Background: an optimization exercise with open tools, aiming at small area, a short achievable clock period and few clock cycles per item. Do not read the settings as production practice. RTL that was checked went through simulation tests only; none was proved equivalent to the original. Power is estimated from default activity; no workload was simulated. The flow treats the clock pin as an ideal source, which a real chip does not have.

== old ==
// fir_filter
module fir_filter (
    input  logic                          clk,
    input  logic                          rst,
    input  logic signed [fir_pkg::DW-1:0] FIR_input,
    input  logic                          input_valid,
    output logic signed [fir_pkg::OW-1:0] FIR_output,
    output logic                          output_valid
);
Size: ~1,800 cells after synthesis, ~58 I/O pins.
==> flow/config.mk <==
export PLATFORM = sky130hd
export DESIGN_NAME = fir_filter
export DESIGN_NICKNAME = fir_filter
export VERILOG_FILES = /design/flow/design.v
export SDC_FILE = /design/flow/constraint.sdc
export NUM_CORES = 4
export LEC_CHECK = 0
export ABC_CLOCK_PERIOD_IN_PS = 100
export CAP_MARGIN = 20
export CORE_MARGIN = 2
export CORE_UTILIZATION = 60
export SLEW_MARGIN = 20
==> flow/constraint.sdc <==
create_clock -name core_clock -period 12.0 [get_ports {clk}]
set_input_delay 2.4000 -clock core_clock [delete_from_list [all_inputs] [get_ports {clk}]]
set_output_delay 2.4000 -clock core_clock [all_outputs]
set_load 0.01 [all_outputs]
standard.sh (not shown) runs the stock make flow with config.mk's settings and CLKGATE_MAP_FILE= SYNTH_SCRIPT=/design/flow/synth_recipe.tcl, a recipe that flattens the netlist after the stock synthesis.
==> flow/flow/run.sh <==
#!/bin/bash
# The standard layout, with these changes to how it optimises:
#  - timing repair aims well past the required period (a setup margin),
#  - resizing may change a cell's footprint (the platform pins it otherwise),
#  - port buffers start as plain buffers instead of delay cells,
#  - the clock tree has no dummy loads.
set -euo pipefail
bash standard.sh \
  SETUP_SLACK_MARGIN=8.7 \
  MATCH_CELL_FOOTPRINT=0 \
  "BUFFER_PORTS_ARGS=-buffer_cell sky130_fd_sc_hd__buf_4" \
  "CTS_ARGS=-sink_clustering_enable -repair_clock_nets -dont_use_dummy_load -sink_clustering_size 25 -sink_clustering_max_diameter 80" \
  finish > standard.log 2>&1
Testbench counts of old, summed over its fixed seeds: cycles 2,408, items 2,400.
The inputs of new differ from those of old as listed below.
--- a/flow/flow/run.sh
+++ b/flow/flow/run.sh
@@ -10,4 +10,4 @@
   MATCH_CELL_FOOTPRINT=0 \
   "BUFFER_PORTS_ARGS=-buffer_cell sky130_fd_sc_hd__buf_4" \
-  "CTS_ARGS=-sink_clustering_enable -repair_clock_nets -dont_use_dummy_load -sink_clustering_size 25 -sink_clustering_max_diameter 80" \
+  "CTS_ARGS=-sink_clustering_enable -repair_clock_nets -dont_use_dummy_load -sink_clustering_size 30 -sink_clustering_max_diameter 100 -buf_list {sky130_fd_sc_hd__clkbuf_8 sky130_fd_sc_hd__clkbuf_16}" \
   finish > standard.log 2>&1
Results
old -> new: cell depth of the worst min-delay path delta 0, exact match
Combinational power, new and old: lower on new
When the final numbers for new and old were put side by side, the worst path setup slack after routing turned out to be greater in new.
Any difference in combined area of the multi-input logic cells between old and new is small enough to ignore.
Compared to old, new has count of clock buffers in the final design about 16% lower.
Total power (new vs. old) decreases by a few percent


fir_filter, a different RTL version from the one above (not shown whole).
Size: about 1800 cells after synthesis.
==> flow/config.mk <==
export PLATFORM = sky130hd
export DESIGN_NAME = fir_filter
export DESIGN_NICKNAME = fir_filter
export VERILOG_FILES = /design/flow/design.v
export SDC_FILE = /design/flow/constraint.sdc
export NUM_CORES = 4
export LEC_CHECK = 0
export ABC_CLOCK_PERIOD_IN_PS = 3000
export CAP_MARGIN = 20
export CORE_MARGIN = 2
export CORE_UTILIZATION = 60
export SLEW_MARGIN = 20
==> flow/constraint.sdc <==
create_clock -name core_clock -period 12.0 [get_ports {clk}]
set_input_delay 2.4000 -clock core_clock [delete_from_list [all_inputs] [get_ports {clk}]]
set_output_delay 2.4000 -clock core_clock [all_outputs]
set_load 0.01 [all_outputs]
==> flow/flow/run.sh <==
#!/bin/bash
# Standard layout, with timing repair aiming well past the required period.
set -euo pipefail
bash standard.sh SETUP_SLACK_MARGIN=8.5 finish > standard.log 2>&1
The first run went through all stages and came out clean.
Edit:
==> flow/flow/run.sh (replaced) <==
#!/bin/bash
# Standard layout, with timing repair aiming well past the required period and
# a clock tree without dummy loads.
set -euo pipefail
bash standard.sh SETUP_SLACK_MARGIN=8.5 \
  "CTS_ARGS=-sink_clustering_enable -repair_clock_nets -dont_use_dummy_load -sink_clustering_size 25 -sink_clustering_max_diameter 80" \
  finish > standard.log 2>&1
=> Flip-flop and latch count does not change. Power came out lower by 13%. Final cell count came out lower by 4.8%. Cell area came out lower by 4.8%. Core utilization came out lower by 3.5 points. Sequential power is about the same. Synthesized cell count is unchanged. Count of clock-buffer cells in the layout came out lower by 76.
No run of this note included a check of the RTL's function; only the layout flow was run.


## the previous run
fir_filter, a different RTL version from the one above (not shown whole).
Size: roughly 2100 cells after synthesis, about 58 I/O pins, ~42000 um^2 of cells after synthesis.
Settings: LEC_CHECK=0, ABC_CLOCK_PERIOD_IN_PS=100, CAP_MARGIN=20, CORE_MARGIN=2, CORE_UTILIZATION=60, SLEW_MARGIN=20, SYNTH_HIERARCHICAL=1, SYNTH_MINIMUM_KEEP_SIZE=0; clock period 12.0 ns.
==> flow/flow/run.sh <==
#!/bin/bash
# The standard layout, with these changes to how it optimises:
#  - timing repair aims well past the required period (a setup margin),
#  - resizing may change a cell's footprint (the platform pins it otherwise),
#  - port buffers start as plain buffers instead of delay cells,
#  - the clock tree has no dummy loads.
set -euo pipefail
bash standard.sh \
  SETUP_SLACK_MARGIN=8.7 \
  MATCH_CELL_FOOTPRINT=0 \
  "BUFFER_PORTS_ARGS=-buffer_cell sky130_fd_sc_hd__buf_4" \
  "CTS_ARGS=-sink_clustering_enable -repair_clock_nets -dont_use_dummy_load -sink_clustering_size 20 -sink_clustering_max_diameter 80 -buf_list {sky130_fd_sc_hd__clkbuf_8} -root_buf sky130_fd_sc_hd__clkbuf_16" \
  finish > standard.log 2>&1
The previous run finished every stage and its layout cleared the timing, DRC and antenna checks.
Testbench counts of the previous run, summed over its fixed seeds: cycles 2,408, items 2,400.
For the current run, these inputs were changed with respect to the previous run:
-- flow/flow/run.sh --
<<< the previous run, line 11
  "BUFFER_PORTS_ARGS=-buffer_cell sky130_fd_sc_hd__buf_4" \
  "CTS_ARGS=-sink_clustering_enable -repair_clock_nets -dont_use_dummy_load -sink_clustering_size 20 -sink_clustering_max_diameter 80 -buf_list {sky130_fd_sc_hd__clkbuf_8} -root_buf sky130_fd_sc_hd__clkbuf_16" \
  finish > standard.log 2>&1
>>> the current run, line 11
  "BUFFER_PORTS_ARGS=-buffer_cell sky130_fd_sc_hd__buf_4" \
  "CTS_ARGS=-sink_clustering_enable -repair_clock_nets -dont_use_dummy_load -sink_clustering_size 30 -sink_clustering_max_diameter 100 -buf_list {sky130_fd_sc_hd__clkbuf_8 sky130_fd_sc_hd__clkbuf_16}" \
  finish > standard.log 2>&1
[summary]
- Going from the previous run to the current run, total global-route track usage has decreased, combinational group share of total power went down 0.4 points, time the final worst path needs with I/O delays and setup lost 41 ps, non-filler instance count after layout fell by 1.1%.

separate check: timing with driven ports:
The results above use ideal ports. As a check the final layouts listed here were re-extracted and re-timed, cells and wires unchanged.
Step 1 sets driving cells, clkbuf_16 on the clock port and buf_2 on the other inputs (assumed; they add their load-dependent delay and slew).
Step 2 adds t to the input delays and takes it off the output delays; t is the mean of the earliest and latest rising clock arrival at the registers after step 1. Input paths then give back, and output paths get back, about the clock's delay inside the block.
Three values: ideal ports, drivers, drivers and shift; two values: the first two.
| run | t (ns) | setup slack, ns | cell pins on the clock port's net |
|---|---|---|---|
| old | 0.645 | 7.626 / 7.633 / 6.988 | 1 |
| new | 0.641 | 7.647 / 7.660 / 7.019 | 1 |
| the first run of note 2 | 0.700 | 7.077 / 7.084 / 6.384 | 1 |
| the second run of note 2 | 0.657 | 6.995 / 7.004 / 6.347 | 1 |
| the previous run | 0.637 | 8.478 / 8.414 / 7.925 | 1 |
| the current run | 0.641 | 8.519 / 8.457 / 7.930 | 1 |
After both steps every run listed still meets setup and hold. For the first run of note 2, which loses most, drivers alone change the setup slack by +0.007 ns; drivers and shift together by -0.693 ns.
